This is an optimization exercise on Yosys and OpenROAD, whose aim is small area and a short achievable clock period, not a production implementation.
RTL that was checked went through simulation tests only; none was proved equivalent to the original.
For runs 2 to 5, only the layout was checked, not whether the RTL still works.
Power is estimated from default activity; no workload was simulated.

**flow/config.mk**
```make
export PLATFORM = sky130hd
export DESIGN_NAME = cpu_bus_tracer
export DESIGN_NICKNAME = cpu_bus_tracer
export VERILOG_FILES = /design/flow/design.v
export SDC_FILE = /design/flow/constraint.sdc
export NUM_CORES = 4
export LEC_CHECK = 0
export CAP_MARGIN = 20
export CORE_MARGIN = 2
export CORE_UTILIZATION = 40
export SLEW_MARGIN = 20
```
**flow/constraint.sdc**
```tcl
create_clock -name core_clock -period 6.0 [get_ports {clk_i}]
set_input_delay 1.2000 -clock core_clock [delete_from_list [all_inputs] [get_ports {clk_i}]]
set_output_delay 1.2000 -clock core_clock [all_outputs]
set_load 0.01 [all_outputs]
```
**flow/design.v**
```verilog
module cpu_bus_tracer #(
  parameter int unsigned ADDR_W    = 16,
  parameter int unsigned DATA_W    = 8,
  parameter int unsigned DEPTH     = 64,
  parameter int unsigned POST_TRIG = 16,
  parameter int unsigned WDOG_W    = 20
) (
  input  logic                       clk_i,
  input  logic                       rst_i,
  input  logic [ADDR_W-1:0]          bus_a_i,
  input  logic [DATA_W-1:0]          bus_din_i,
  input  logic [DATA_W-1:0]          bus_dout_i,
  input  logic                       bus_rd_i,
  input  logic                       bus_wr_i,
  input  logic                       bus_done_i,
  input  logic                       bus_fault_i,
  input  logic                       tr_ready_i,
  output logic                       tr_valid_o,
  output logic [ADDR_W+DATA_W:0]     tr_data_o,
  input  logic                       arm_i,
  input  logic [ADDR_W-1:0]          trig_addr_i,
  input  logic [ADDR_W-1:0]          trig_mask_i,
  input  logic [WDOG_W-1:0]          wdog_limit_i,
  output logic [1:0]                 state_o,
  output logic [2:0]                 cause_o,
  output logic [$clog2(DEPTH+1)-1:0] count_o,
  output logic                       wrapped_o
);
  localparam int unsigned PtrW = $clog2(DEPTH);
  localparam int unsigned CntW = $clog2(DEPTH + 1);
  localparam int unsigned EntW = 1 + ADDR_W + DATA_W;
  localparam logic [2:0] CauseNone  = 3'd0;
  localparam logic [2:0] CauseAddr  = 3'd1;
  localparam logic [2:0] CauseFault = 3'd2;
  localparam logic [2:0] CauseWdog  = 3'd3;
  localparam logic [2:0] CauseDone  = 3'd4;
  localparam logic [1:0] StIdle    = 2'd0;
  localparam logic [1:0] StArmed   = 2'd1;
  localparam logic [1:0] StPost    = 2'd2;
  localparam logic [1:0] StStopped = 2'd3;
  logic [1:0]          state_q, state_d;
  logic [2:0]          cause_q, cause_d;
  logic [PtrW-1:0]     wp_q, wp_d, nx_q, nx_d;
  logic [CntW-1:0]     count_q, count_d;
  logic                wrapped_q, wrapped_d;
  logic [PtrW-1:0]     post_q, post_d;
  logic [WDOG_W-1:0]   wdog_q, wdog_d;
  logic                rd_prev_q, wr_prev_q, fault_prev_q;
  logic                rd_pend_q, skid_vld_q;
  logic [ADDR_W-1:0]   addr_q;
  logic [DATA_W-1:0]   dout_q;
  logic                pw_vld_q;
  logic [EntW-1:0]     pw_data_q;
  logic [EntW-1:0]     head_q, head_d;
  logic                valid_q, valid_d;
  logic [EntW-1:0]     mem_q [0:DEPTH-1];
  logic                wr_edge, rd_edge_raw, rd_edge, any_edge, fault_edge;
  logic                capturing, cap_ok, commit, addr_match, pop, wdog_hit;
  logic                full, empty;
  logic [EntW-1:0]     commit_entry, rd_next;
  logic [ADDR_W-1:0]   commit_addr;
  assign wr_edge     = bus_wr_i & ~wr_prev_q;
  assign rd_edge_raw = bus_rd_i & ~rd_prev_q;
  assign rd_edge     = rd_edge_raw & ~wr_edge;
  assign any_edge    = wr_edge | rd_edge_raw;
  assign fault_edge  = bus_fault_i & ~fault_prev_q;
  assign capturing   = state_q[0] ^ state_q[1];
  assign cap_ok      = capturing & ~arm_i;
  assign full        = (count_q == CntW'(DEPTH));
  assign empty       = (count_q == '0);
  assign commit      = cap_ok & (rd_pend_q | skid_vld_q | wr_edge);
  assign commit_addr = (rd_pend_q | skid_vld_q) ? addr_q : bus_a_i;
  always_comb begin
    if (rd_pend_q)       commit_entry = {1'b0, addr_q, bus_din_i};
    else if (skid_vld_q) commit_entry = {1'b1, addr_q, dout_q};
    else                 commit_entry = {1'b1, bus_a_i, bus_dout_i};
  end
  assign addr_match  = (trig_mask_i != '0) &&
                       (((commit_addr ^ trig_addr_i) & trig_mask_i) == '0);
  assign pop         = valid_q & tr_ready_i;
  assign rd_next = (pw_vld_q && count_q == CntW'(2)) ? pw_data_q : mem_q[nx_q];
  always_comb begin
    wp_d      = wp_q;
    nx_d      = nx_q;
    count_d   = count_q;
    wrapped_d = wrapped_q;
    head_d    = head_q;
    if (arm_i) begin
      wp_d      = '0;
      nx_d      = PtrW'(1);
      count_d   = '0;
      wrapped_d = 1'b0;
    end else if (commit) begin
      wp_d = wp_q + 1'b1;
      if (full) begin
        nx_d      = nx_q + 1'b1;
        wrapped_d = 1'b1;
        head_d    = rd_next;
      end else begin
        count_d = count_q + 1'b1;
        if (empty) head_d = commit_entry;
      end
    end else if (pop) begin
      nx_d    = nx_q + 1'b1;
      count_d = count_q - 1'b1;
      head_d  = rd_next;
    end
  end
  always_comb begin
    state_d  = state_q;
    cause_d  = cause_q;
    post_d   = post_q;
    wdog_d   = wdog_q;
    wdog_hit = 1'b0;
    if (arm_i) begin
      state_d = StArmed;
      cause_d = CauseNone;
      post_d  = '0;
      wdog_d  = '0;
    end else if (capturing) begin
      wdog_d   = any_edge ? '0 : wdog_q + 1'b1;
      wdog_hit = !any_edge && (wdog_limit_i != '0) && (wdog_q + 1'b1 == wdog_limit_i);
      if (bus_done_i) begin
        state_d = StStopped;
        cause_d = CauseDone;
      end else if (state_q == StArmed && (fault_edge || (commit && addr_match))) begin
        cause_d = fault_edge ? CauseFault : CauseAddr;
        post_d  = PtrW'(POST_TRIG);
        state_d = (POST_TRIG == 0) ? StStopped : StPost;
      end else if (state_q == StArmed && wdog_hit) begin
        state_d = StStopped;
        cause_d = CauseWdog;
      end else if (state_q == StPost && commit) begin
        post_d = post_q - 1'b1;
        if (post_q <= PtrW'(1)) begin
          state_d = StStopped;
        end
      end
    end
  end
  assign valid_d = (state_d == StStopped) && (count_d != '0);
  always_ff @(posedge clk_i) begin
    if (rst_i) begin
      state_q      <= StIdle;
      cause_q      <= CauseNone;
      wp_q         <= '0;
      nx_q         <= PtrW'(1);
      count_q      <= '0;
      wrapped_q    <= 1'b0;
      post_q       <= '0;
      wdog_q       <= '0;
      rd_prev_q    <= 1'b0;
      wr_prev_q    <= 1'b0;
      fault_prev_q <= 1'b0;
      rd_pend_q    <= 1'b0;
      skid_vld_q   <= 1'b0;
      pw_vld_q     <= 1'b0;
      valid_q      <= 1'b0;
    end else begin
      state_q      <= state_d;
      cause_q      <= cause_d;
      wp_q         <= wp_d;
      nx_q         <= nx_d;
      count_q      <= count_d;
      wrapped_q    <= wrapped_d;
      post_q       <= post_d;
      wdog_q       <= wdog_d;
      rd_prev_q    <= bus_rd_i;
      wr_prev_q    <= bus_wr_i;
      fault_prev_q <= bus_fault_i;
      rd_pend_q    <= cap_ok & rd_edge;
      skid_vld_q   <= cap_ok & wr_edge & rd_pend_q;
      pw_vld_q     <= commit;
      valid_q      <= valid_d;
    end
  end
  always_ff @(posedge clk_i) begin
    addr_q    <= bus_a_i;
    dout_q    <= bus_dout_i;
    pw_data_q <= commit_entry;
    head_q    <= head_d;
  end
  always_ff @(posedge clk_i) begin
    if (pw_vld_q) begin
      mem_q[wp_q - 1'b1] <= pw_data_q;
    end
  end
  assign tr_valid_o = valid_q;
  assign tr_data_o  = valid_q ? head_q : '0;
  assign state_o    = state_q;
  assign cause_o    = cause_q;
  assign count_o    = count_q;
  assign wrapped_o  = wrapped_q;
endmodule
```
**flow/run.sh**
```bash
#!/bin/bash
# synth_recipe.tcl (not shown) runs the flow's synth.tcl, then flattens the netlist and writes it again
# the make line also repeats each setting of config.mk as NAME=value (left out here)
make -C /OpenROAD-flow-scripts/flow DESIGN_CONFIG=/design/flow/config.mk WORK_HOME=/design/flow/orfs CLKGATE_MAP_FILE= SYNTH_SCRIPT=/design/flow/synth_recipe.tcl finish
```
==> results of run 1 <==
flip-flops by register name, indices dropped and copies added (netlist names), 2 cells and up, named ones only:
name,count
count_q,7
dout_q,8
cause_q,3
nx_q,6
addr_q,16
pw_data_q,25
head_q,25
wp_q,6
post_q,6
mem_q,1600
wdog_q,20
state_q,2
worst register-to-register path: cells and delay by family, from the launching register on:
kind                       cells  cell delay [ns]
and+or+nand+nor                3             2.07
DFF                            1             0.59
buffers and inverters          2             0.42
adders and majority gates      1             0.39
xor gates and xnor gates       1             0.23
worst paths after layout:
kind               from       endpoint  slack, ns  cells after the start
min reg2reg  cause_q[0]     cause_q[0]       0.48                      2
max reg2reg     wp_q[0]  mem_q[58][14]       2.00                      7
max             wp_q[0]  mem_q[58][14]       2.00                      7
min          cause_q[0]     cause_q[0]       0.48                      2
through the flow:
stage                     util, %  setup WS [ns]  hold WS (ns)  instance area [um2]  instances
after CTS                    46.7           2.05         0.476                78100       5722
after detailed placement     43.4           1.38         0.470                72700       5407
after global placement       43.4           1.37         0.472                72600       5402
final                        46.7           2.00         0.477                78300       5736
after global routing         46.7           1.80         0.502                78200       5729
after floorplan                 -           2.51         0.463                67500       3117
cells in the mapped netlist, drive strengths merged, types with 2 or more instances:
cell type / n
a2111oi: 2
a211oi: 4
a21o: 2
a21oi: 67
a22oi: 22
a2bb2oi: 11
a31o: 2
a31oi: 5
and2: 31
and3: 9
and4: 3
buf: 45
clkbuf: 121
dfxtp: 113
edfxtp: 1625
ha: 12
inv: 34
mux2i: 30
mux4: 525
nand2: 98
nand2b: 10
nand3: 23
nand4: 15
nand4b: 4
nor2: 121
nor2b: 8
nor3: 18
nor3b: 2
nor4: 14
nor4b: 3
o2111ai: 2
o21ai: 38
o221ai: 2
o31ai: 2
o32ai: 2
or3: 11
or4: 7
xnor2: 40
xor2: 19
routing by layer:
layer,vias up,global-route usage (%)
li1,13639,-
met1,18013,29.5
met2,1340,33.0
met3,221,3.52
met4,6,5.00
met5,-,0
kinds of logic (layout without fill, tap and decap cells):
logic type | after synthesis | in the layout | share of synthesized area, %
xor+xnor | 59 | 59 | 0.765
simple gates | 381 | 381 | 2.77
compound gates | 171 | 171 | 1.56
mux | 556 | 556 | 18.0
other cells | 0 | 8 | 0
fa+ha+maj | 12 | 12 | 0.222
buf+inv | 200 | 607 | 1.13
flops | 1738 | 1738 | 75.6
final cells by class:
cell class,instances,area [um2]
diodes,8,20.0
clock buffers,224,4600
well taps,2204,2760
clock inverters,91,791
flip-flops and latches,1738,51100
multi-input cells,1179,16200
repair buffers,258,2610
fillers,13776,89200
inverters,34,128
report_power, final:
| part | leakage, nW | switching (mW) | internal, mW |
|---|---|---|---|
| clock | 2.64 | 4.56 | 5.86 |
| combinational | 5.94 | 0.371 | 0.150 |
| sequential | 15.4 | 0.0512 | 13.3 |
| total | 24.0 | 4.98 | 19.3 |
==> flow_summary.json, run 1 <==
{
  "post_route_cells_drive_above_1_share_pct": 28.4,
  "grt_start_max_net_pins": 78,
  "syn_area_um2": 67500,
  "grt_first_pass_wirelength_um": 252000,
  "via_per_inst": 5.79,
  "dp_hpwl_um": 102000,
  "setup-tns-final_ns": 0,
  "remaining_drc_errors": 0,
  "numCtsBuffers": 174,
  "period_share_pct": 66.6,
  "critPathMaxStageDelay_ns": 1.16,
  "worst_slew_pin_slew_ns": 1.17,
  "start_util_pct": 40.3,
  "finalHoldViolCount": 0,
  "yosysWarnings": 1,
  "track_usage_pct": 20.6,
  "worstSetupStartpointType": "flop",
  "p_leak_nw": 24.0,
  "drt_iter0_markers": 4534,
  "synth_top_area_cell": "edfxtp_1",
  "cts_resized": 0,
  "synth_seq_cells": 1738,
  "worstSkewPairLatency_ns": 0.79,
  "cts_tree": "yes",
  "clock_skew_ns": 0.0236,
  "die-area_um2": 172000,
  "vias": 33219,
  "syn_inst": 3117,
  "cts_root_buffer": "clkbuf_16",
  "synth_area_leaders": "edfxtp_1 (72%), mux4_2 (18%), dfxtp_1 (3.3%)",
  "final_nets": 3489,
  "h-tree-depth": 4,
  "final_common_cell": "edfxtp_1",
  "max_freq_mhz": 250,
  "ant_nets": 0,
  "critPathTopFamily": "simple AND/OR/NAND/NOR gates",
  "power_density_nw_per_um2": 310,
  "wl_per_cell_um": 31.1,
  "final.min_clock_period_ns": 4.00,
  "avgSynthCellArea_um2": 21.7,
  "arrival_ns": 4.49,
  "grt_setup_unrepaired": "false",
  "synth_cell_types": 65,
  "die_y_um": 415,
  "grt_remaining_overflow": 0,
  "grt_pass1_vias": 33012,
  "relSlewSlack_pct": 21.8,
  "crit_type": "reg2reg",
  "maxSlewViolCount": 0,
  "synth_top_area_share_pct": 72.2,
  "clkTransAtPathRegs_ns": 0.06,
  "wl_met1_um": 75100,
  "dr_wl_met2_um": 86400,
  "synth_edf_count": 1625,
  "ir_drop_mv": 0.260,
  "wirelength_um": 178000,
  "setup_viol": 0,
  "status": "finished clean",
  "max-clock-path-buffers": 3,
  "drv_cap": 0,
  "post_cts_buffers": 0,
  "fp-row-count": 150,
  "cp_max_fo": 23,
  "hold_path.class": "reg2reg",
  "critPathSlowestCell": "nor2_4",
  "yosysSeqAreaShare_pct": 75.6,
  "async_flop_share_pct": 0,
  "layout_common_cells": "edfxtp_1 (1625), mux4_2 (525), clkbuf_16 (176)",
  "io_pins": 131,
  "area_growth_pct": 15.9,
  "route.met3.wl_um": 13000,
  "core_area_um2": 167000,
  "power_mw": 24.3,
  "antenna_found_initial": 19,
  "worstPathCellList": "inv_1 > ha_1 > xor2_1 > nor2_1 > nand3_1 > nor2_4 > buf_4",
  "path_buf_inv": 2,
  "postCtsHoldBufs": 0,
  "detail_route.first_pass.iterations": 5,
  "top_layer": "met5",
  "worstPathRequired_ns": 6.49,
  "port_buffers": 130,
  "gp_routability_congestion": 0.889,
  "clkSinkCount": 1738,
  "synthFlopType": "edfxtp_1",
  "synthesis.nets": 3221,
  "dieWidth_um": 415,
  "end_kind": "flop"
}
==> inputs of run 2 (changes only) <==
--- a/flow/design.v
+++ b/flow/design.v
@@ -42,3 +42,2 @@
   logic [2:0]          cause_q, cause_d;
-  logic [PtrW-1:0]     wp_q, wp_d, nx_q, nx_d;
   logic [CntW-1:0]     count_q, count_d;
@@ -51,12 +50,11 @@
   logic [DATA_W-1:0]   dout_q;
-  logic                pw_vld_q;
-  logic [EntW-1:0]     pw_data_q;
-  logic [EntW-1:0]     head_q, head_d;
   logic                valid_q, valid_d;
+  logic [EntW-1:0]     out_q, out_d;
   logic [EntW-1:0]     mem_q [0:DEPTH-1];
   logic                wr_edge, rd_edge_raw, rd_edge, any_edge, fault_edge;
-  logic                capturing, cap_ok, commit, addr_match, pop, wdog_hit;
+  logic                capturing, stopped, cap_ok, commit, addr_match, pop, wdog_hit;
   logic                full, empty;
-  logic [EntW-1:0]     commit_entry, rd_next;
+  logic [EntW-1:0]     commit_entry, rd_mem, oldest;
   logic [ADDR_W-1:0]   commit_addr;
+  logic [CntW-1:0]     rd_idx;
   assign wr_edge     = bus_wr_i & ~wr_prev_q;
@@ -67,2 +65,3 @@
   assign capturing   = state_q[0] ^ state_q[1];
+  assign stopped     = state_q[0] & state_q[1];
   assign cap_ok      = capturing & ~arm_i;
@@ -80,12 +79,19 @@
   assign pop         = valid_q & tr_ready_i;
-  assign rd_next = (pw_vld_q && count_q == CntW'(2)) ? pw_data_q : mem_q[nx_q];
+  assign rd_idx = count_q - (stopped ? CntW'(2) : CntW'(1));
   always_comb begin
-    wp_d      = wp_q;
-    nx_d      = nx_q;
+    rd_mem = '0;
+    for (int i = 0; i < DEPTH; i++) begin
+      if (rd_idx == CntW'(i)) rd_mem = rd_mem | mem_q[i];
+    end
+  end
+  always_comb begin
+    if (stopped)                oldest = rd_mem;
+    else if (empty)             oldest = commit_entry;
+    else if (full && commit)    oldest = mem_q[DEPTH-2];
+    else                        oldest = rd_mem;
+  end
+  always_comb begin
     count_d   = count_q;
     wrapped_d = wrapped_q;
-    head_d    = head_q;
     if (arm_i) begin
-      wp_d      = '0;
-      nx_d      = PtrW'(1);
       count_d   = '0;
@@ -93,15 +99,6 @@
     end else if (commit) begin
-      wp_d = wp_q + 1'b1;
-      if (full) begin
-        nx_d      = nx_q + 1'b1;
-        wrapped_d = 1'b1;
-        head_d    = rd_next;
-      end else begin
-        count_d = count_q + 1'b1;
-        if (empty) head_d = commit_entry;
-      end
+      if (full) wrapped_d = 1'b1;
+      else      count_d   = count_q + 1'b1;
     end else if (pop) begin
-      nx_d    = nx_q + 1'b1;
       count_d = count_q - 1'b1;
-      head_d  = rd_next;
     end
@@ -141,2 +138,7 @@
   assign valid_d = (state_d == StStopped) && (count_d != '0);
+  always_comb begin
+    if (!valid_d)               out_d = '0;
+    else if (valid_q && !pop)   out_d = out_q;
+    else                        out_d = oldest;
+  end
   always_ff @(posedge clk_i) begin
@@ -145,4 +147,2 @@
       cause_q      <= CauseNone;
-      wp_q         <= '0;
-      nx_q         <= PtrW'(1);
       count_q      <= '0;
@@ -156,4 +156,4 @@
       skid_vld_q   <= 1'b0;
-      pw_vld_q     <= 1'b0;
       valid_q      <= 1'b0;
+      out_q        <= '0;
     end else begin
@@ -161,4 +161,2 @@
       cause_q      <= cause_d;
-      wp_q         <= wp_d;
-      nx_q         <= nx_d;
       count_q      <= count_d;
@@ -172,4 +170,4 @@
       skid_vld_q   <= cap_ok & wr_edge & rd_pend_q;
-      pw_vld_q     <= commit;
       valid_q      <= valid_d;
+      out_q        <= out_d;
     end
@@ -177,10 +175,9 @@
   always_ff @(posedge clk_i) begin
-    addr_q    <= bus_a_i;
-    dout_q    <= bus_dout_i;
-    pw_data_q <= commit_entry;
-    head_q    <= head_d;
+    addr_q <= bus_a_i;
+    dout_q <= bus_dout_i;
   end
   always_ff @(posedge clk_i) begin
-    if (pw_vld_q) begin
-      mem_q[wp_q - 1'b1] <= pw_data_q;
+    if (commit) begin
+      mem_q[0] <= commit_entry;
+      for (int i = 1; i < DEPTH; i++) mem_q[i] <= mem_q[i-1];
     end
@@ -188,3 +185,3 @@
   assign tr_valid_o = valid_q;
-  assign tr_data_o  = valid_q ? head_q : '0;
+  assign tr_data_o  = out_q;
   assign state_o    = state_q;
--- a/flow/config.mk
+++ b/flow/config.mk
@@ -7,2 +7,3 @@
 export LEC_CHECK = 0
+export ABC_CLOCK_PERIOD_IN_PS = 2500
 export CAP_MARGIN = 20
@@ -10,2 +11,3 @@
 export CORE_UTILIZATION = 40
+export SETUP_SLACK_MARGIN = 3.2
 export SLEW_MARGIN = 20
==> flow_summary.json, run 2 <==
{
  "worstSkewPairLatency_ns": 0.86,
  "die-area_um2": 165000,
  "final_common_cell": "edfxtp_1",
  "synth_most_common_cell": "edfxtp_1",
  "synth_edf_count": 1600,
  "layout_common_cells": "edfxtp_1 (1600), a22oi_1 (502), buf_4 (361)",
  "drv_cap": 0,
  "synthesis.nets": 4080,
  "dp_hpwl_um": 167000,
  "cts_tree": "yes",
  "power_mw": 25.5,
  "setup_viol": 0,
  "worst_slew_pin_slew_ns": 1.10,
  "p_leak_nw": 27.8,
  "port_buffers": 130,
  "grt_start_max_net_pins": 137,
  "h-tree-depth": 4,
  "core_area_um2": 160000,
  "clkTransAtPathRegs_ns": 0.06,
  "wl_per_cell_um": 39.0,
  "area_growth_pct": 28.3,
  "numCtsBuffers": 174,
  "yosysSeqAreaShare_pct": 77.4,
  "fill_cells": 13015,
  "finalHoldViolCount": 0,
  "track_usage_pct": 32.6,
  "synth_area_leaders": "edfxtp_1 (74%), a22oi_1 (6.3%), dfxtp_1 (2.9%)",
  "gp_routability_congestion": 0.963,
  "reg_top3": "mem_q x1600, out_q x25, wdog_q x20",
  "crit_type": "reg2reg",
  "worstPathRequired_ns": 6.75,
  "synthTopCellsByCount": "edfxtp_1 (1600), a22oi_1 (538), nand2_1 (182), nor2_1 (177), clkbuf_1 (151)",
  "yosysWarnings": 2,
  "dieWidth_um": 406,
  "max_freq_mhz": 245,
  "post_route_cells_drive_above_1_share_pct": 25.7,
  "ant_nets": 0,
  "remaining_drc_errors": 0,
  "fp-row-count": 147,
  "arrival_ns": 4.84,
  "maxSlewViolCount": 0,
  "drt_iter0_markers": 9012,
  "hold_path.class": "reg2reg",
  "largest_reg_flops": 1600,
  "end_kind": "flop",
  "critPathSlowestCell": "fa_2",
  "worstSetupStartpointType": "flop",
  "grt_pass1_vias": 43946,
  "ir_drop_mv": 0.259,
  "wirelength_um": 275000,
  "antenna_found_initial": 26,
  "synth_top_area_cell": "edfxtp_1",
  "vias": 47440,
  "setup-tns-final_ns": 0,
  "clkSinkCount": 1694,
  "cp_max_fo": 13,
  "avgSynthCellArea_um2": 16.2,
  "synthFlopType": "edfxtp_1",
  "syn_inst": 3976,
  "clock_skew_ns": 0.0449,
  "final.min_clock_period_ns": 4.09,
  "postCtsHoldBufs": 0,
  "grt_remaining_overflow": 0,
  "synth_seq_cells": 1694,
  "start_util_pct": 40.2,
  "period_share_pct": 68.1,
  "syn_area_um2": 64500,
  "critPathMaxStageDelay_ns": 0.40,
  "grt_first_pass_wirelength_um": 364000,
  "synth_top_area_share_pct": 74.4,
  "via_per_inst": 6.74,
  "final_nets": 4795,
  "max-clock-path-buffers": 3,
  "detail_route.first_pass.iterations": 9,
  "status": "finished clean",
  "relSlewSlack_pct": 26.4,
  "power_density_nw_per_um2": 308,
  "async_flop_share_pct": 0,
  "synth_cell_types": 85,
  "worstPathCellList": "ha_4 > inv_4 > ha_4 > inv_2 > fa_2 > buf_12 > o31a_1 > buf_4 > buf_4 > nor4_4 > o21ai_4 > nor2_4 > buf_8 > a22o_1 > nand4b_1 > nor4_1 > a221o_1 > a21oi_1",
  "cts_root_buffer": "clkbuf_16",
  "io_pins": 131,
  "die_y_um": 406,
  "grt_setup_unrepaired": "true",
  "max_flop_register": "mem_q"
}
[run 2: changes by cell type in the layout (fill, tap and decap cells not counted), moves of 83 or more]
| cell | before | now |
|---|---|---|
| a22oi_1 | 22 | 502 |
| and3_1 | 9 | 126 |
| buf_12 | 18 | 110 |
| buf_4 | 103 | 361 |
| buf_6 | 1 | 94 |
| mux4_2 | 525 | 2 |
| nand4_1 | 14 | 97 |
[run 2: path summary, 6_finish.rpt]
| kind | start | end | slack [ns] | cells past startpoint |
|---|---|---|---|---|
| hold / removal | mem_q[31][15] | mem_q[32][15] | 0.42 | 0 |
| setup reg to reg | state_q[1] | out_q[5] | 1.91 | 18 |
| hold reg to reg | mem_q[31][15] | mem_q[32][15] | 0.42 | 0 |
| setup / recovery | state_q[1] | out_q[5] | 1.91 | 18 |
[run 2: per-stage QoR]
| step | util (%) | setup WS [ns] | std cells | hold slack, ns | area [um2] |
|---|---|---|---|---|---|
| finish | 51.6 | 1.91 | 7040 | 0.417 | 82800 |
| CTS | 51.0 | 2.04 | 6953 | 0.411 | 81800 |
| floorplan | - | -20.52 | 3976 | 0.417 | 64600 |
| global route | 51.6 | 1.88 | 7005 | 0.432 | 82700 |
| detailed placement | 43.8 | 0.207 | 6263 | 0.424 | 70200 |
| global placement | 43.8 | 0.351 | 6262 | 0.419 | 70200 |
[run 2: repair_timing]
action / 4_1_cts / 5_1_grt
gates resized for setup: 576 / 102
buffers inserted: 348 / 41
endpoints found under the hold margin: 0 / 0
setup endpoints to repair: 1679 / 960
gates cloned: 17 / 6
pin swaps: 189 / 45
[run 2: critical path: cells and delay by family (launching register included)]
family	cells	cell delay, ns
AOI/OAI and AO/OA	5	1.20
buffers and inverters	6	0.88
and+or+nand+nor	4	0.86
adders and majority gates	3	0.70
DFF	1	0.35
[run 2: cells by family (layout without fill, tap and decap cells)]
| family | Yosys count | after routing | synth area share [%] |
|---|---|---|---|
| mux | 58 | 58 | 0.993 |
| simple gates | 897 | 899 | 7.32 |
| other cells | 0 | 40 | 0 |
| buf+inv | 237 | 1097 | 1.52 |
| xor+xnor | 50 | 50 | 0.678 |
| compound gates | 1028 | 1030 | 11.9 |
| fa+ha+maj | 12 | 12 | 0.244 |
| flops | 1694 | 1694 | 77.4 |
[run 2: cell type report]
class                   count  area [um2]  area share [%]
clock inverters           102        1060            1.28
repair buffers            749        8460            10.2
multi-input cells        2049       15700            19.0
inverters                  23        95.1           0.115
flip-flops and latches   1694       50000            60.5
diodes                     40         100           0.121
clock buffers             223        4610            5.57
well taps                2160        2700            3.26
[run 2: power by group]
| part | internal [mW] | total, mW | leakage, nW | switching (mW) |
|---|---|---|---|---|
| clock network | 6.13 | 11.0 | 2.76 | 4.84 |
| registers | 13.2 | 13.5 | 15.4 | 0.227 |
| logic | 0.369 | 1.09 | 9.66 | 0.722 |
[run 2: per-layer routing]
layer | vias up | global-route usage [%] | share of wire [%]
met1 | 23498 | 42.1 | 35
met4 | 24 | 18.4 | 7.2
met5 | - | 0 | 0.10
met2 | 4855 | 45.9 | 41
met3 | 1113 | 13.6 | 17
li1 | 17950 | - | -
==> inputs of run 3 (changes only) <==
--- a/flow/config.mk
+++ b/flow/config.mk
@@ -7,3 +7,2 @@
 export LEC_CHECK = 0
-export ABC_CLOCK_PERIOD_IN_PS = 2500
 export CAP_MARGIN = 20
==> flow_summary.json, run 3 <==
{
  "setup_viol": 0,
  "finalHoldViolCount": 0,
  "critPathTopFamily": "compound AO/OA/AOI/OAI gates",
  "end_kind": "flop",
  "status": "finished clean",
  "p_leak_nw": 27.8,
  "max_freq_mhz": 245,
  "synthFlopType": "edfxtp_1",
  "period_share_pct": 68.1,
  "cts_root_buffer": "clkbuf_16",
  "synthTopCellsByCount": "edfxtp_1 (1600), a22oi_1 (538), nand2_1 (182), nor2_1 (177), clkbuf_1 (151)",
  "power_density_nw_per_um2": 308,
  "fp-row-count": 147,
  "worstSetupStartpointType": "flop",
  "numCtsBuffers": 174,
  "postCtsHoldBufs": 0,
  "maxSlewViolCount": 0,
  "syn_area_um2": 64500,
  "synth_top_area_cell": "edfxtp_1",
  "ir_drop_mv": 0.259,
  "grt_start_max_net_pins": 137,
  "core_area_um2": 160000,
  "start_util_pct": 40.2,
  "synth_seq_cells": 1694,
  "drv_cap": 0,
  "detail_route.first_pass.iterations": 9,
  "design_area_um2": 82800,
  "synth_most_common_cell": "edfxtp_1",
  "wirelength_um": 275000,
  "worst_slew_pin_slew_ns": 1.10,
  "dp_cells": 6263,
  "grt_pass1_vias": 43946,
  "synth_edf_count": 1600,
  "dp_hpwl_um": 167000,
  "clkSinkCount": 1694,
  "synthesis.nets": 4080,
  "arrival_ns": 4.84,
  "final.min_clock_period_ns": 4.09,
  "yosysWarnings": 2,
  "layout_common_cells": "edfxtp_1 (1600), a22oi_1 (502), buf_4 (361)",
  "drt_iter0_markers": 9012,
  "die_y_um": 406,
  "synth_area_leaders": "edfxtp_1 (74%), a22oi_1 (6.3%), dfxtp_1 (2.9%)",
  "avgSynthCellArea_um2": 16.2,
  "setup-tns-final_ns": 0,
  "grt_setup_unrepaired": "true",
  "synth_cell_types": 85,
  "path_buf_inv": 6,
  "final_common_cell": "edfxtp_1",
  "crit_type": "reg2reg",
  "max-clock-path-buffers": 3,
  "port_buffers": 130,
  "worst_slack_ns": 1.91,
  "cts_tree": "yes",
  "max_flop_register": "mem_q",
  "clock_skew_ns": 0.0449,
  "worstPathCellList": "ha_4 > inv_4 > ha_4 > inv_2 > fa_2 > buf_12 > o31a_1 > buf_4 > buf_4 > nor4_4 > o21ai_4 > nor2_4 > buf_8 > a22o_1 > nand4b_1 > nor4_1 > a221o_1 > a21oi_1",
  "final_nets": 4795,
  "grt_first_pass_wirelength_um": 364000,
  "critPathMaxStageDelay_ns": 0.40,
  "reg_top3": "mem_q x1600, out_q x25, wdog_q x20",
  "worstSkewPairLatency_ns": 0.86,
  "area_growth_pct": 28.3,
  "die-area_um2": 165000,
  "io_pins": 131,
  "post_route_cells_drive_above_1_share_pct": 25.7,
  "h-tree-depth": 4,
  "hold_path.class": "reg2reg",
  "dieWidth_um": 406,
  "via_per_inst": 6.74,
  "pre_cts_ws_ns": 0.207,
  "syn_inst": 3976,
  "remaining_drc_errors": 0,
  "async_flop_share_pct": 0,
  "track_usage_pct": 32.6,
  "antenna_found_initial": 26,
  "dpl_cell_area_um2": 70200,
  "largest_reg_flops": 1600,
  "fin_cells": 7040,
  "synth_top_area_share_pct": 74.4,
  "yosysSeqAreaShare_pct": 77.4,
  "cp_max_fo": 13,
  "power_mw": 25.5,
  "relSlewSlack_pct": 26.4,
  "worstPathRequired_ns": 6.75,
  "grt_remaining_overflow": 0,
  "vias": 47440,
  "clkTransAtPathRegs_ns": 0.06,
  "ant_nets": 0,
  "critPathSlowestCell": "fa_2",
  "wl_per_cell_um": 39.0,
  "gp_routability_congestion": 0.963
}
[run 3: area by class of cell]
class                      count  area (um2)
antenna                       40         100
clock buffer                 223        4610
clock inverter               102        1060
fill                       13015       77600
inverter                      23        95.1
multi-input combinational   2049       15700
sequential                  1694       50000
tap                         2160        2700
timing repair buffer         749        8460
[run 3: final timing paths]
| path | from | endpoint | slack, ns | cells after the start |
|---|---|---|---|---|
| min | mem_q[31][15] | mem_q[32][15] | 0.42 | 0 |
| max reg2reg | state_q[1] | out_q[5] | 1.91 | 18 |
| max | state_q[1] | out_q[5] | 1.91 | 18 |
| min reg2reg | mem_q[31][15] | mem_q[32][15] | 0.42 | 0 |
[run 3: timing repair]
action                                  in CTS  in global routing
gates cloned                                17                  6
buffers inserted                           348                 41
pin swaps                                  189                 45
gates resized for setup                    576                102
hold endpoints to repair                     0                  0
endpoints found under the setup margin    1679                960
[run 3: kinds of logic after synthesis]
kind of cell | synth area share [%]
buffers and inverters | 1.52
DFF | 77.4
adders and majority gates | 0.244
xor gates and xnor gates | 0.678
and+or+nand+nor | 7.32
AOI/OAI and AO/OA | 11.9
muxes | 0.993
[run 3: worst register-to-register path, delay by kind of cell, from the launching register on]
kind,cells,cell delay [ns]
AO/OA/AOI/OAI,5,1.22
flip-flops,1,0.35
adder cells (fa/ha/maj),3,0.70
AND/OR/NAND/NOR,4,0.86
buffers and inverters,6,0.88
[run 3: report_power, final]
part	switching, mW	total (mW)	internal, mW
Combinational	0.722	1.09	0.369
Clock	4.84	11.0	6.13
Sequential	0.227	13.5	13.2
[run 3: per-layer routing]
layer	share of wire, %	GRT usage (%)
met4	7.2	18.4
met1	35	42.1
met3	17	13.6
met2	41	45.9
met5	0.10	0
[run 3: through the flow]
step | util [%] | hold WS (ns)
final | 51.6 | 0.417
after global routing | 51.6 | 0.432
after global placement | 43.8 | 0.419
after floorplan | - | 0.417
after detailed placement | 43.8 | 0.424
after CTS | 51.0 | 0.411
==> inputs of run 4 (changes only) <==
--- a/flow/design.v
+++ b/flow/design.v
@@ -58,3 +58,3 @@
   logic [ADDR_W-1:0]   commit_addr;
-  logic [CntW-1:0]     rd_idx;
+  logic [PtrW-1:0]     idx_q, idx_d;
   assign wr_edge     = bus_wr_i & ~wr_prev_q;
@@ -79,3 +79,2 @@
   assign pop         = valid_q & tr_ready_i;
-  assign rd_idx = count_q - (stopped ? CntW'(2) : CntW'(1));
   always_comb begin
@@ -83,3 +82,3 @@
     for (int i = 0; i < DEPTH; i++) begin
-      if (rd_idx == CntW'(i)) rd_mem = rd_mem | mem_q[i];
+      if (idx_q == PtrW'(i)) rd_mem = rd_mem | mem_q[i];
     end
@@ -138,2 +137,14 @@
   assign valid_d = (state_d == StStopped) && (count_d != '0);
+  logic [PtrW-1:0] cnt_p0, cnt_m1, cnt_m2, cnt_m3;
+  logic            stop_d;
+  assign cnt_p0 = PtrW'(count_q);
+  assign cnt_m1 = PtrW'(count_q - CntW'(1));
+  assign cnt_m2 = PtrW'(count_q - CntW'(2));
+  assign cnt_m3 = PtrW'(count_q - CntW'(3));
+  assign stop_d = (state_d == StStopped);
+  always_comb begin
+    if (commit && !full) idx_d = stop_d ? cnt_m1 : cnt_p0;
+    else if (pop)        idx_d = cnt_m3;
+    else                 idx_d = stop_d ? cnt_m2 : cnt_m1;
+  end
   always_comb begin
@@ -173,2 +184,3 @@
     end
+    idx_q <= idx_d;
   end
--- a/flow/config.mk
+++ b/flow/config.mk
@@ -10,3 +10,3 @@
 export CORE_UTILIZATION = 40
-export SETUP_SLACK_MARGIN = 3.2
+export SETUP_SLACK_MARGIN = 3.0
 export SLEW_MARGIN = 20
==> flow_summary.json, run 4 <==
{
  "postCtsHoldBufs": 0,
  "synth_area_leaders": "edfxtp_1 (77%), a22oi_1 (4.1%), a221oi_1 (3.3%)",
  "finalHoldViolCount": 0,
  "fin_cells": 6156,
  "start_util_pct": 40.2,
  "async_flop_share_pct": 0,
  "layout_common_cells": "edfxtp_1 (1600), a22oi_1 (344), a221oi_1 (239)",
  "avgSynthCellArea_um2": 17.5,
  "clkTransAtPathRegs_ns": 0.06,
  "worst_slew_pin_slew_ns": 1.25,
  "final_nets": 4050,
  "critPathSlowestCell": "nor2_4",
  "reg_top3": "mem_q x1600, out_q x25, wdog_q x20",
  "die-area_um2": 160000,
  "antenna_found_initial": 6,
  "whs_endpoint": "mem_q[45][14]",
  "numCtsBuffers": 169,
  "detail_route.first_pass.iterations": 6,
  "critPathMaxStageDelay_ns": 0.50,
  "final_common_cell": "edfxtp_1",
  "synth_cell_types": 75,
  "cts_tree": "yes",
  "ant_nets": 0,
  "yosysWarnings": 2,
  "dp_hpwl_um": 132000,
  "dp_cells": 5698,
  "arrival_ns": 4.11,
  "largest_reg_flops": 1600,
  "cp_max_fo": 11,
  "dieWidth_um": 400,
  "worstSetupStartpointType": "flop",
  "remaining_drc_errors": 0,
  "hold_path.class": "reg2reg",
  "wl_per_cell_um": 36.9,
  "utilization_pct": 48.3,
  "grt_start_max_net_pins": 197,
  "area_growth_pct": 20.0,
  "synth_top_area_cell": "edfxtp_1",
  "synthesis.nets": 3684,
  "relSlewSlack_pct": 16.6,
  "die_y_um": 400,
  "path_buf_inv": 2,
  "reg2regPathDepth": 12,
  "end_kind": "flop",
  "post_route_cells_drive_above_1_share_pct": 17.5,
  "max_flop_register": "mem_q",
  "p_leak_nw": 23.1,
  "clock_skew_ns": 0.0586,
  "ir_drop_mv": 0.223,
  "hp-start": "mem_q[44][14]",
  "drv_cap": 0,
  "grt_setup_unrepaired": "true",
  "worstPathRequired_ns": 6.75,
  "power_density_nw_per_um2": 341,
  "critical_path_depth": 12,
  "maxSlewViolCount": 0,
  "cts_root_buffer": "clkbuf_16",
  "final.min_clock_period_ns": 3.37,
  "status": "finished clean",
  "synthFlopType": "edfxtp_1",
  "syn_area_um2": 62700,
  "setup-tns-final_ns": 0,
  "grt_first_pass_wirelength_um": 305000,
  "synth_edf_count": 1600,
  "hold_depth": 0,
  "max-clock-path-buffers": 3,
  "design_area_um2": 75200,
  "worstPathCellList": "nor2_1 > nand3_2 > nor2_4 > buf_4 > buf_4 > a22o_1 > a221oi_1 > nand4_1 > nor3_1 > a21oi_1 > o22ai_1 > nor2_1",
  "fp-row-count": 145,
  "synth_most_common_cell": "edfxtp_1",
  "grt_remaining_overflow": 0,
  "timing.rr.start": "idx_q[2]",
  "max_freq_mhz": 297,
  "port_buffers": 130,
  "rrSetupSlack_ns": 2.63,
  "reg2reg_to": "out_q[21]",
  "dpl_cell_area_um2": 67400,
  "track_usage_pct": 27.6,
  "clkSinkCount": 1700,
  "io_pins": 131,
  "period_share_pct": 56.1,
  "worstSkewPairLatency_ns": 0.82,
  "wirelength_um": 227000,
  "synth_seq_cells": 1700,
  "grt_pass1_vias": 38103,
  "via_per_inst": 6.68,
  "core_area_um2": 156000,
  "yosysSeqAreaShare_pct": 79.9,
  "synthTopCellsByCount": "edfxtp_1 (1600), a22oi_1 (346), a221oi_1 (239), a22o_1 (238), nor2_1 (156)",
  "gp_routability_congestion": 0.893,
  "drt_iter0_markers": 7342,
  "synth_top_area_share_pct": 76.7,
  "crit_type": "reg2reg",
  "critPathTopFamily": "simple AND/OR/NAND/NOR gates",
  "vias": 41148,
  "syn_inst": 3579,
  "setup_viol": 0,
  "h-tree-depth": 4
}
run 4: changes by cell type after synthesis, moves of 30 or more:
| cell | change |
|---|---|
| a22o_1 | +172 |
| nor4_1 | -35 |
| and3_1 | -124 |
| nand4_1 | +30 |
| nand3_1 | -39 |
| a22oi_1 | -192 |
| a2111oi_0 | -39 |
| nand2_1 | -111 |
| a221oi_1 | +184 |
run 4: layout make-up:
class	instances	area, um2
clock inverters	102	1140
diodes	6	15.0
inverters	28	125
multi-input cells	1677	12900
clock buffers	216	4560
well taps	2058	2570
flip-flops and latches	1700	50100
repair buffers	367	3710
repair inverters	2	17.5
fillers	12836	80600
run 4: how the worst max path moves through the flow:
stage	startpoint	end	slack, ns
finish	idx_q[2]	out_q[21]	2.63
global route	rd_pend_q	idx_q[1]	2.61
CTS	rd_pend_q	idx_q[1]	2.67
detailed placement	arm_i	out_q[11]	1.20
global placement	arm_i	out_q[11]	1.31
floorplan	bus_wr_i	out_q[16]	-1.18
run 4: power breakdown:
group	internal, mW	switching (mW)	total [mW]
clock network	6.28	4.72	11.0
registers	13.2	0.174	13.4
logic	0.420	0.816	1.24
run 4: per-stage QoR:
stage / power (mW) / hold slack (ns) / setup WS [ns]
6_report: 25.6 / 0.416 / 2.63
5_1_grt: 26.2 / 0.432 / 2.61
4_1_cts: 25.6 / 0.416 / 2.67
3_5_place_dp: 14.7 / 0.433 / 1.20
3_3_place_gp: 14.7 / 0.428 / 1.31
2_1_floorplan: 14.2 / 0.426 / -1.18
run 4: kinds of logic (layout without fill, tap and decap cells):
group / count (synthesis) / after routing / synth area share [%]
buffers and inverters: 205 / 715 / 1.27
AOI/OAI and AO/OA: 1026 / 1027 / 12.8
other: 0 / 6 / 0
adders and majority gates: 13 / 13 / 0.260
DFF: 1700 / 1700 / 79.9
and+or+nand+nor: 560 / 562 / 4.65
muxes: 32 / 32 / 0.563
xor gates and xnor gates: 43 / 43 / 0.601
run 4: layer usage:
| metal | share of wire (%) | global-route usage, % | vias to the layer above | wire [um] |
|---|---|---|---|---|
| li1 | - | - | 15878 | - |
| met1 | 37 | 38.5 | 20925 | 83100 |
| met5 | 0.010 | 0 | - | 23 |
| met4 | 4.9 | 11.0 | 4 | 11000 |
| met2 | 43 | 40.6 | 3663 | 98000 |
| met3 | 15 | 8.02 | 678 | 34800 |
run 4: repair_timing:
item / CTS / global route
gates resized for setup: 126 / 111
pin swaps: 54 / 40
cloned: 6 / 5
buffers inserted: 93 / 30
endpoints found under the setup margin: 1345 / 841
==> inputs of run 5 (changes only) <==
--- a/flow/config.mk
+++ b/flow/config.mk
@@ -10,2 +10,4 @@
 export CORE_UTILIZATION = 40
+export CTS_CLUSTER_DIAMETER = 100
+export CTS_CLUSTER_SIZE = 30
 export SETUP_SLACK_MARGIN = 3.0
==> flow_summary.json, run 5 <==
{
  "avgSynthCellArea_um2": 17.5,
  "final.min_clock_period_ns": 3.32,
  "reg_top3": "mem_q x1600, out_q x25, wdog_q x20",
  "yosysWarnings": 2,
  "setup_viol": 0,
  "worstSetupStartpointType": "primary input",
  "remaining_drc_errors": 0,
  "io_pins": 131,
  "drt_iter0_markers": 7943,
  "track_usage_pct": 27.3,
  "finalHoldViolCount": 0,
  "area_growth_pct": 14.9,
  "synthesis.nets": 3684,
  "clock_skew_ns": 0.0464,
  "grt_setup_unrepaired": "true",
  "rrSetupSlack_ns": 2.72,
  "p_leak_nw": 21.2,
  "reg2reg_to": "out_q[10]",
  "worstSetupEndpoint": "idx_q[1]",
  "h-tree-depth": 3,
  "start_util_pct": 40.2,
  "synth_edf_count": 1600,
  "power_density_nw_per_um2": 287,
  "final_common_cell": "edfxtp_1",
  "synth_top_area_share_pct": 76.7,
  "clkTransAtPathRegs_ns": 0.12,
  "relSlewSlack_pct": 19.6,
  "synthFlopType": "edfxtp_1",
  "crit_type": "in2reg",
  "port_buffers": 130,
  "ir_drop_mv": 0.221,
  "fp-row-count": 145,
  "antenna_found_initial": 11,
  "max-clock-path-buffers": 3,
  "end_kind": "flop",
  "utilization_pct": 46.2,
  "reg2regPathDepth": 11,
  "cts_root_buffer": "clkbuf_16",
  "timing.rr.start": "idx_q[1]",
  "worstPathRequired_ns": 6.61,
  "drv_cap": 0,
  "grt_start_max_net_pins": 197,
  "cts_tree": "yes",
  "worst_slack_ns": 2.68,
  "final_nets": 3981,
  "ant_nets": 0,
  "numCtsBuffers": 68,
  "synth_cell_types": 75,
  "arrival_ns": 3.93,
  "detail_route.first_pass.iterations": 6,
  "power_mw": 20.7,
  "die_y_um": 400,
  "max_flop_register": "mem_q",
  "startpoint": "bus_a_i[3]",
  "synth_area_leaders": "edfxtp_1 (77%), a22oi_1 (4.1%), a221oi_1 (3.3%)",
  "grt_pass1_vias": 37243,
  "vias": 40604,
  "wl_per_cell_um": 37.6,
  "layout_common_cells": "edfxtp_1 (1600), a22oi_1 (345), a221oi_1 (239)",
  "grt_first_pass_wirelength_um": 301000,
  "synth_top_area_cell": "edfxtp_1",
  "status": "finished clean",
  "yosysSeqAreaShare_pct": 79.9,
  "clkSinkCount": 1700,
  "wirelength_um": 225000,
  "maxSlewViolCount": 0,
  "hold_path.class": "reg2reg",
  "synth_most_common_cell": "edfxtp_1",
  "period_share_pct": 55.3,
  "die-area_um2": 160000,
  "async_flop_share_pct": 0,
  "setup-tns-final_ns": 0,
  "post_route_cells_drive_above_1_share_pct": 15.0,
  "grt_remaining_overflow": 0,
  "synth_seq_cells": 1700,
  "core_area_um2": 156000,
  "syn_inst": 3579,
  "largest_reg_flops": 1600,
  "pre_cts_ws_ns": 1.20,
  "gp_routability_congestion": 0.893,
  "syn_area_um2": 62700,
  "dieWidth_um": 400,
  "via_per_inst": 6.78,
  "whs_ns": 0.441,
  "worstSkewPairLatency_ns": 0.72,
  "cp_max_fo": 6,
  "dp_hpwl_um": 132000,
  "synthTopCellsByCount": "edfxtp_1 (1600), a22oi_1 (346), a221oi_1 (239), a22o_1 (238), nor2_1 (156)",
  "worst_slew_pin_slew_ns": 1.20,
  "max_freq_mhz": 301
}
[run 5: worst max-delay path, stage by stage]
cell and delay (ns):
clkdlybuf4s50_1 0.53, mux2i_4 0.10, xnor2_1 0.17, a2111oi_4 0.33
and4bb_2 0.32, a21boi_4 0.09, a22o_1 0.22, a211o_4 0.40
mux4_2 0.43, o31a_1 0.13
[run 5: where the power goes]
| group | switching (mW) | total (mW) | internal (mW) |
|---|---|---|---|
| logic | 0.824 | 1.25 | 0.430 |
| clock network | 3.65 | 6.01 | 2.37 |
| registers | 0.173 | 13.4 | 13.2 |
| total | 4.65 | 20.7 | 16.0 |
[run 5: layout make-up]
cell class              instances  area [um2]
diodes                          4        10.0
clock inverters                 9         149
inverters                      28         128
clock buffers                 110        1920
multi-input cells            1677       13000
flip-flops and latches       1700       50100
well taps                    2058        2570
fillers                     13136       83900
repair buffers                399        4030
repair inverters                2        17.5
[run 5: stage by stage]
| step | instance area, um2 | instances |
|---|---|---|
| finish | 72000 | 5987 |
| global placement | 67300 | 5693 |
| CTS | 71200 | 5953 |
| detailed placement | 67400 | 5698 |
| floorplan | 62700 | 3579 |
| global route | 72000 | 5983 |
[run 5: cell families (layout without fill, tap and decap cells)]
| family | after synthesis | in the layout | share of synthesized area [%] |
|---|---|---|---|
| buf+inv | 205 | 548 | 1.27 |
| simple gates | 560 | 562 | 4.65 |
| fa+ha+maj | 13 | 13 | 0.260 |
| other cells | 0 | 4 | 0 |
| flops | 1700 | 1700 | 79.9 |
| mux | 32 | 32 | 0.563 |
| xor+xnor | 43 | 43 | 0.601 |
| compound gates | 1026 | 1027 | 12.8 |
[run 5: how the worst min path moves through the flow]
stage / to / startpoint / slack (ns) / cells after the start
2_1_floorplan: mem_q[10][12] / mem_q[9][12] / 0.43 / 0
3_3_place_gp: mem_q[43][10] / mem_q[42][10] / 0.43 / 0
3_5_place_dp: mem_q[30][22] / mem_q[29][22] / 0.43 / 0
4_1_cts: mem_q[34][13] / mem_q[33][13] / 0.44 / 0
5_1_grt: mem_q[24][11] / mem_q[23][11] / 0.46 / 0
6_report: mem_q[38][15] / mem_q[37][15] / 0.44 / 0
[run 5: routing by layer]
layer	routed length [um]	GRT usage, %
met2	96300	40.0
met3	34200	7.48
met4	12000	11.4
met1	82300	38.3
met5	69	0
[run 5: repair_timing]
action,4_1_cts,5_1_grt
pin swaps,82,28
gates cloned,5,6
buffers inserted,131,24
gates resized for setup,148,120
hold buffers,0,0
endpoints found under the setup margin,1336,656
==> inputs of run 6 (changes only) <==
--- a/flow/design.v
+++ b/flow/design.v
@@ -45,3 +45,3 @@
   logic [PtrW-1:0]     post_q, post_d;
-  logic [WDOG_W-1:0]   wdog_q, wdog_d;
+  logic [WDOG_W-1:0]   wdog1_q, wdog1_d;   
   logic                rd_prev_q, wr_prev_q, fault_prev_q;
@@ -57,3 +57,2 @@
   logic [EntW-1:0]     commit_entry, rd_mem, oldest;
-  logic [ADDR_W-1:0]   commit_addr;
   logic [PtrW-1:0]     idx_q, idx_d;
@@ -70,3 +69,2 @@
   assign commit      = cap_ok & (rd_pend_q | skid_vld_q | wr_edge);
-  assign commit_addr = (rd_pend_q | skid_vld_q) ? addr_q : bus_a_i;
   always_comb begin
@@ -76,4 +74,6 @@
   end
-  assign addr_match  = (trig_mask_i != '0) &&
-                       (((commit_addr ^ trig_addr_i) & trig_mask_i) == '0);
+  logic match_q, match_in;
+  assign match_q     = (((addr_q ^ trig_addr_i) & trig_mask_i) == '0);
+  assign match_in    = (((bus_a_i ^ trig_addr_i) & trig_mask_i) == '0);
+  assign addr_match  = (trig_mask_i != '0) && ((rd_pend_q | skid_vld_q) ? match_q : match_in);
   assign pop         = valid_q & tr_ready_i;
@@ -108,3 +108,3 @@
     post_d   = post_q;
-    wdog_d   = wdog_q;
+    wdog1_d  = wdog1_q;
     wdog_hit = 1'b0;
@@ -114,6 +114,6 @@
       post_d  = '0;
-      wdog_d  = '0;
+      wdog1_d = WDOG_W'(1);
     end else if (capturing) begin
-      wdog_d   = any_edge ? '0 : wdog_q + 1'b1;
-      wdog_hit = !any_edge && (wdog_limit_i != '0) && (wdog_q + 1'b1 == wdog_limit_i);
+      wdog1_d  = any_edge ? WDOG_W'(1) : wdog1_q + 1'b1;
+      wdog_hit = !any_edge && (wdog_limit_i != '0) && (wdog1_q == wdog_limit_i);
       if (bus_done_i) begin
@@ -161,3 +161,3 @@
       post_q       <= '0;
-      wdog_q       <= '0;
+      wdog1_q      <= WDOG_W'(1);
       rd_prev_q    <= 1'b0;
@@ -175,3 +175,3 @@
       post_q       <= post_d;
-      wdog_q       <= wdog_d;
+      wdog1_q      <= wdog1_d;
       rd_prev_q    <= bus_rd_i;
==> flow/flow/run.sh (new file) <==
#!/bin/bash
# The standard layout flow (standard.sh, unchanged synthesis), except that the port
# buffers are plain buf_4 cells instead of the default delay-buffer cell.
set -euo pipefail
export BUFFER_PORTS_ARGS="-buffer_cell sky130_fd_sc_hd__buf_4"
bash standard.sh finish > standard.log 2>&1
==> flow/standard.sh (new file) <==
#!/bin/bash
# synth_recipe.tcl (not shown) runs the flow's synth.tcl, then flattens the netlist and writes it again
# the make line also repeats each setting of config.mk as NAME=value (left out here)
make -C /OpenROAD-flow-scripts/flow DESIGN_CONFIG=/design/flow/config.mk WORK_HOME=/design/flow/orfs CLKGATE_MAP_FILE= SYNTH_SCRIPT=/design/flow/synth_recipe.tcl "${@:-finish}"
--- a/flow/config.mk
+++ b/flow/config.mk
@@ -9,6 +9,6 @@
 export CORE_MARGIN = 2
-export CORE_UTILIZATION = 40
-export CTS_CLUSTER_DIAMETER = 100
-export CTS_CLUSTER_SIZE = 30
-export SETUP_SLACK_MARGIN = 3.0
+export CORE_UTILIZATION = 65
+export CTS_CLUSTER_DIAMETER = 70
+export CTS_CLUSTER_SIZE = 24
+export SETUP_SLACK_MARGIN = 3.6
 export SLEW_MARGIN = 20
removed: flow/run.sh
==> flow_summary.json, run 6 <==
{
  "die-area_um2": 99200,
  "core_area_um2": 96300,
  "synth_area_leaders": "edfxtp_1 (76%), a22oi_1 (9.6%), dfxtp_1 (3.2%)",
  "start_util_pct": 65.3,
  "arrival_ns": 3.95,
  "relSlewSlack_pct": 22.9,
  "synthTopCellsByCount": "edfxtp_1 (1600), a22oi_1 (805), nand2_1 (278), clkbuf_1 (154), nor2_1 (151)",
  "synth_seq_cells": 1700,
  "met3_usage_pct": 15.9,
  "clock_skew_ns": 0.0427,
  "hp-start": "mem_q[13][12]",
  "max-clock-path-buffers": 3,
  "numCtsBuffers": 85,
  "hold_path.class": "reg2reg",
  "fp-row-count": 114,
  "fill_cells": 5706,
  "worst_slew_pin_slew_ns": 1.15,
  "wl_per_cell_um": 40.8,
  "area_growth_pct": 14.6,
  "cts_root_buffer": "clkbuf_16",
  "ant_nets": 0,
  "wirelength_um": 222000,
  "max_freq_mhz": 299,
  "antenna_found_initial": 11,
  "layout_common_cells": "edfxtp_1 (1600), a22oi_1 (805), buf_4 (333)",
  "status": "finished clean",
  "fin_cells": 5428,
  "register_area_um2": 50200,
  "ir_drop_mv": 0.249,
  "synthFlopType": "edfxtp_1",
  "die_y_um": 315,
  "dp_hpwl_um": 129000,
  "syn_area_um2": 62800,
  "avgSynthCellArea_um2": 16.9,
  "cp_max_fo": 16,
  "maxSlewViolCount": 0,
  "period_share_pct": 55.7,
  "grt_setup_unrepaired": "true",
  "postCtsHoldBufs": 0,
  "grt_start_max_net_pins": 206,
  "startpoint": "idx_q[1]",
  "io_pins": 131,
  "finalHoldViolCount": 0,
  "synth_top_area_share_pct": 76.5,
  "clkSinkCount": 1700,
  "post_route_cells_drive_above_1_share_pct": 18.7,
  "timing.rr.start": "idx_q[1]",
  "crit_type": "reg2reg",
  "setup-tns-final_ns": 0,
  "track_usage_pct": 44.1,
  "worstSetupStartpointType": "flop",
  "port_buffers": 130,
  "grt_pass1_vias": 39111,
  "use_met1_pct": 59.8,
  "yosysSeqAreaShare_pct": 79.7,
  "utilization_pct": 74.8,
  "synth_edf_count": 1600,
  "gp_routability_congestion": 0.961,
  "multi_input_area_um2": 12900,
  "vias": 41880,
  "end_kind": "flop",
  "worstSkewPairLatency_ns": 0.73,
  "drt_iter0_markers": 8640,
  "top_usage_layer": "met2",
  "largest_reg_flops": 1600,
  "detail_route.first_pass.iterations": 7,
  "synth_cell_types": 69,
  "cts_tree": "yes",
  "h-tree-depth": 3,
  "yosysWarnings": 2,
  "remaining_drc_errors": 0,
  "via_per_inst": 7.72,
  "final_common_cell": "edfxtp_1",
  "syn_inst": 3715,
  "final.min_clock_period_ns": 3.34,
  "synth_top_area_cell": "edfxtp_1",
  "grt_remaining_overflow": 0,
  "reg_top3": "mem_q x1600, out_q x25, wdog1_q x20",
  "worstPathRequired_ns": 6.60,
  "max_flop_register": "mem_q",
  "dieWidth_um": 315,
  "grt_first_pass_wirelength_um": 300000,
  "dp_cells": 5066,
  "setup_viol": 0,
  "power_density_nw_per_um2": 297,
  "clkTransAtPathRegs_ns": 0.10,
  "synthesis.nets": 3820,
  "async_flop_share_pct": 0,
  "synth_most_common_cell": "edfxtp_1",
  "p_leak_nw": 23.6,
  "drv_cap": 0,
  "final_nets": 4184,
  "use_met2_pct": 61.7
}
-- run 6: cell count changes after synthesis, sizes merged, moves of 33 or more --
cell,change
a22oi,+459
a221oi,-233
a22o,-231
nand2,+208
xor2,+56
nor4,+41
a21oi,-33
-- run 6: kinds of logic after synthesis --
group | synth area share [%]
flops | 79.7
compound gates | 11.3
simple gates | 5.79
buf+inv | 1.24
xor+xnor | 1.16
mux | 0.570
fa+ha+maj | 0.259
-- run 6: path summary, 6_finish.rpt --
kind                                 endpoint  slack (ns)  cells after the start
worst max-delay path                out_q[17]        2.66                      9
worst min-delay path            mem_q[14][12]        0.44                      0
worst max register to register      out_q[17]        2.66                      9
worst min register to register  mem_q[14][12]        0.44                      0
-- run 6: what timing repair did --
action                                  4_1_cts  5_1_grt
endpoints found under the setup margin     1693      941
gates resized for setup                     187       51
buffers inserted                            143       26
hold endpoints to repair                      0        0
cloned                                       14       17
pin swaps                                    71       27
-- run 6: routing by layer --
layer,up-vias,wire length (um)
met5,-,260
met2,4513,93000
met1,20410,70000
met4,10,17600
li1,15872,-
met3,1075,40800
-- run 6: stage by stage --
step                setup slack (ns)  cell area, um2  hold WS, ns  total power [mW]
CTS                             2.91           71200        0.441              21.2
global placement                1.43           66200        0.429              14.7
floorplan                      -1.41           62900        0.426              14.3
global route                    2.81           72000        0.437              21.8
finish                          2.66           72000        0.444              21.4
detailed placement              1.37           66300        0.433              14.8
-- run 6: area by class of cell --
type	instances	share of cell area, %
Clock buffer	126	3.30
Multi-Input combinational cell	1826	17.9
Tap cell	1276	2.22
Clock inverter	22	0.309
Antenna cell	12	0.0417
Sequential cell	1700	69.7
Timing Repair Buffer	448	6.40
Inverter	14	0.106
Timing Repair inverter	4	0.0591
-- run 6: worst max-delay path, stage by stage, from the launching register on --
cell and delay [ns]:
dfxtp_4 0.49, nand4b_1 0.44, nor2_4 0.13, buf_4 0.27, a22oi_1 0.37, nand2_1 0.11, nor4_1 0.64, nand4_1 0.25
nand3_1 0.41, a21oi_2 0.10
-- run 6: power by group --
part	switching (mW)	internal, mW
logic	0.807	0.379
registers	0.242	13.3
clock network	3.78	2.87
total	4.83	16.6
==> inputs of run 7 (changes only) <==
--- a/flow/config.mk
+++ b/flow/config.mk
@@ -9,6 +9,6 @@
 export CORE_MARGIN = 2
-export CORE_UTILIZATION = 65
+export CORE_UTILIZATION = 55
 export CTS_CLUSTER_DIAMETER = 70
 export CTS_CLUSTER_SIZE = 24
-export SETUP_SLACK_MARGIN = 3.6
+export SETUP_SLACK_MARGIN = 3.3
 export SLEW_MARGIN = 20
==> flow_summary.json, run 7 <==
{
  "setup_viol": 0,
  "whs_ns": 0.442,
  "die-area_um2": 117000,
  "synth_seq_cells": 1700,
  "design_area_um2": 72500,
  "hold_depth": 0,
  "synthTopCellsByCount": "edfxtp_1 (1600), a22oi_1 (805), nand2_1 (278), clkbuf_1 (154), nor2_1 (151)",
  "p_leak_nw": 23.7,
  "cp_max_fo": 16,
  "cts_tree": "yes",
  "worst_slew_pin_slew_ns": 1.06,
  "clkTransAtPathRegs_ns": 0.10,
  "dp_hpwl_um": 134000,
  "postCtsHoldBufs": 0,
  "detail_route.first_pass.iterations": 6,
  "start_util_pct": 55.6,
  "worstPathCellList": "or4b_2 > nor2_4 > buf_4 > a22oi_1 > nand4_1 > nor3_1 > nand4_1 > nor2_1 > a211o_1 > a21oi_2",
  "worstSkewPairLatency_ns": 0.75,
  "final_common_cell": "edfxtp_1",
  "wirelength_um": 225000,
  "critPathMaxStageDelay_ns": 0.78,
  "worstPathRequired_ns": 6.68,
  "use_met2_pct": 56.0,
  "antenna_found_initial": 0,
  "pwr-share-comb_pct": 5.1,
  "power.internal_mw": 17.1,
  "swShare_pct": 23.3,
  "vias": 40810,
  "clock_skew_ns": 0.0366,
  "relSlewSlack_pct": 28.3,
  "grt_remaining_overflow": 0,
  "fp-row-count": 123,
  "final_nets": 4169,
  "async_flop_share_pct": 0,
  "dieWidth_um": 342,
  "grt_pass1_vias": 38545,
  "synth_area_leaders": "edfxtp_1 (76%), a22oi_1 (9.6%), dfxtp_1 (3.2%)",
  "reg2regPathDepth": 10,
  "use_met1_pct": 52.4,
  "core_area_um2": 113000,
  "grt_first_pass_wirelength_um": 305000,
  "yosysSeqAreaShare_pct": 79.7,
  "gp_routability_congestion": 0.935,
  "maxSlewViolCount": 0,
  "track_usage_pct": 37.9,
  "syn_area_um2": 62800,
  "synthesis.nets": 3820,
  "switchingPower_mw": 5.19,
  "h-tree-depth": 3,
  "max_flop_register": "mem_q",
  "arrival_ns": 3.73,
  "port_buffers": 130,
  "top_usage_layer": "met2",
  "numCtsBuffers": 95,
  "yosysWarnings": 2,
  "cts_root_buffer": "clkbuf_16",
  "end_kind": "flop",
  "synthFlopType": "edfxtp_1",
  "io_pins": 131,
  "timing.rr.start": "idx_q[1]",
  "pre_cts_ws_ns": 1.33,
  "drv_cap": 0,
  "p_seq_share_pct": 60.9,
  "power_density_nw_per_um2": 307,
  "wl_per_cell_um": 39.9,
  "critPathMostFrequentCell": "nand4_1",
  "post_route_cells_drive_above_1_share_pct": 18.5,
  "layout_common_cells": "edfxtp_1 (1600), a22oi_1 (805), buf_4 (330)",
  "setup-tns-final_ns": 0,
  "area_growth_pct": 15.3,
  "critPathSlowestCell": "or4b_2",
  "synth_edf_count": 1600,
  "path_buf_inv": 1,
  "period_share_pct": 50.8,
  "grt_start_max_net_pins": 173,
  "clkSinkCount": 1700,
  "worstSetupStartpointType": "flop",
  "remaining_drc_errors": 0,
  "rrSetupSlack_ns": 2.95,
  "largest_reg_flops": 1600,
  "power_mw": 22.3,
  "worst_slack_ns": 2.95,
  "via_per_inst": 7.22,
  "status": "finished clean",
  "ir_drop_mv": 0.229,
  "met3_usage_pct": 9.09,
  "crit_type": "reg2reg",
  "dpl_cell_area_um2": 66700,
  "hold_path.class": "reg2reg",
  "reg2reg_to": "out_q[16]",
  "ant_nets": 0,
  "final.min_clock_period_ns": 3.05,
  "avgSynthCellArea_um2": 16.9,
  "die_y_um": 342,
  "reg_top3": "mem_q x1600, out_q x25, wdog1_q x20",
  "syn_inst": 3715,
  "whs_endpoint": "mem_q[4][15]",
  "max_freq_mhz": 328,
  "fill_cells": 8078,
  "max-clock-path-buffers": 3,
  "synth_most_common_cell": "edfxtp_1",
  "critPathTopFamily": "simple AND/OR/NAND/NOR gates",
  "finalHoldViolCount": 0,
  "drt_iter0_markers": 7712,
  "hp-start": "mem_q[3][15]",
  "synth_cell_types": 69,
  "synth_top_area_share_pct": 76.5,
  "power_frac_clock_pct": 34.0,
  "synth_top_area_cell": "edfxtp_1",
  "grt_setup_unrepaired": "true"
}
==> run 7: how the worst max path moves through the flow <==
stage,startpoint,endpoint,depth (start not counted)
CTS,count_q[1],out_q[2],10
finish,idx_q[1],out_q[16],10
detailed placement,bus_wr_i,out_q[16],12
global route,wdog_limit_i[18],out_q[18],12
floorplan,bus_wr_i,out_q[21],13
global placement,bus_wr_i,out_q[16],12
==> run 7: stage by stage <==
stage                     instances  util, %
after global placement         5281     58.8
after global routing           5642     64.1
after floorplan                3715        -
final                          5649     64.1
after detailed placement       5289     59.0
after CTS                      5599     63.5
==> run 7: repair_timing <==
item	CTS	global route
setup buffers	128	39
gates resized for setup	80	77
endpoints found under the hold margin	0	0
gates cloned	7	4
setup endpoints to repair	1521	1035
pin swaps	62	25
==> run 7: final cells by class <==
| type | instances | area (um2) | area share (%) |
|---|---|---|---|
| clock inverter | 52 | 751 | 1.04 |
| tap | 1500 | 1880 | 2.59 |
| multi-input combinational | 1826 | 12900 | 17.7 |
| timing repair buffer | 423 | 4260 | 5.87 |
| clock buffer | 123 | 2510 | 3.47 |
| sequential | 1700 | 50100 | 69.1 |
| inverter | 14 | 68.8 | 0.0950 |
| antenna | 7 | 17.5 | 0.0242 |
| timing repair inverter | 4 | 35.0 | 0.0484 |
==> run 7: kinds of logic (layout without fill, tap and decap cells) <==
kind of cell	after synthesis	count (layout)	share of synthesized area, %
buffers and inverters	189	616	1.24
AO/OA/AOI/OAI	950	950	11.3
other	0	7	0
XOR/XNOR	83	83	1.16
AND/OR/NAND/NOR	748	748	5.79
multiplexers	32	32	0.570
flip-flops	1700	1700	79.7
adder cells (fa/ha/maj)	13	13	0.259
==> run 7: power groups by stage <==
stage	clock (mW)	sequential (mW)	combinational [mW]
floorplan	0	13.8	0.519
global placement	0	13.8	0.949
detailed placement	0	13.8	0.968
CTS	7.60	13.6	1.05
global route	7.99	13.6	1.17
finish	7.57	13.6	1.14
==> run 7: routing by layer <==
| layer | part of all wire (%) | vias to the layer above | wire length, um |
|---|---|---|---|
| met5 | 0 | - | 0 |
| li1 | - | 15852 | - |
| met4 | 7.0 | 0 | 15700 |
| met1 | 35 | 20744 | 79200 |
| met3 | 14 | 737 | 31900 |
| met2 | 44 | 3477 | 98700 |

## port drivers added, routing unchanged
The flow's constraints put no driver on any port. The routed layouts listed below were extracted and timed again, unchanged, in two steps. Step 1: set_driving_cell puts a clkbuf_16 on clk_i and a buf_2 on each other input, an assumption about the parent block. Step 2, shift: input delay + t, output delay - t, t = (earliest + latest rising clock arrival at the registers) / 2. This alone moves slack from input paths to output paths. a / b / c = no drivers / after step 1 / after step 2; a / b = the first two.
| run | shift t [ns] | setup WS [ns] | worst setup path after step 2 | worst register clock-pin slew, ns | worst data-port slew with drivers (ns) |
|---|---|---|---|---|---|
| run 1 | 0.866 | 2.004 / 2.004 / 1.363 | input to register | 0.07 / 0.07 | 0.13 |
| run 2 | 0.916 | 1.913 / 1.913 / 1.315 | input to register | 0.07 / 0.07 | 0.07 |
| run 3 | 0.916 | 1.913 / 1.913 / 1.315 | input to register | 0.07 / 0.07 | 0.07 |
| run 4 | 0.865 | 2.634 / 2.634 / 1.882 | input to register | 0.07 / 0.07 | 0.06 |
| run 5 | 0.786 | 2.681 / 2.716 / 1.946 | input to register | 0.12 / 0.12 | 0.06 |
| run 6 | 0.782 | 2.656 / 2.656 / 2.167 | input to register | 0.10 / 0.10 | 0.06 |
| run 7 | 0.813 | 2.951 / 2.951 / 2.211 | input to register | 0.10 / 0.10 | 0.05 |
After both steps setup and hold are still met in every run listed. The setup slack of run 4, which loses most, moves by 0.000 ns with the drivers and by -0.752 ns with both steps.
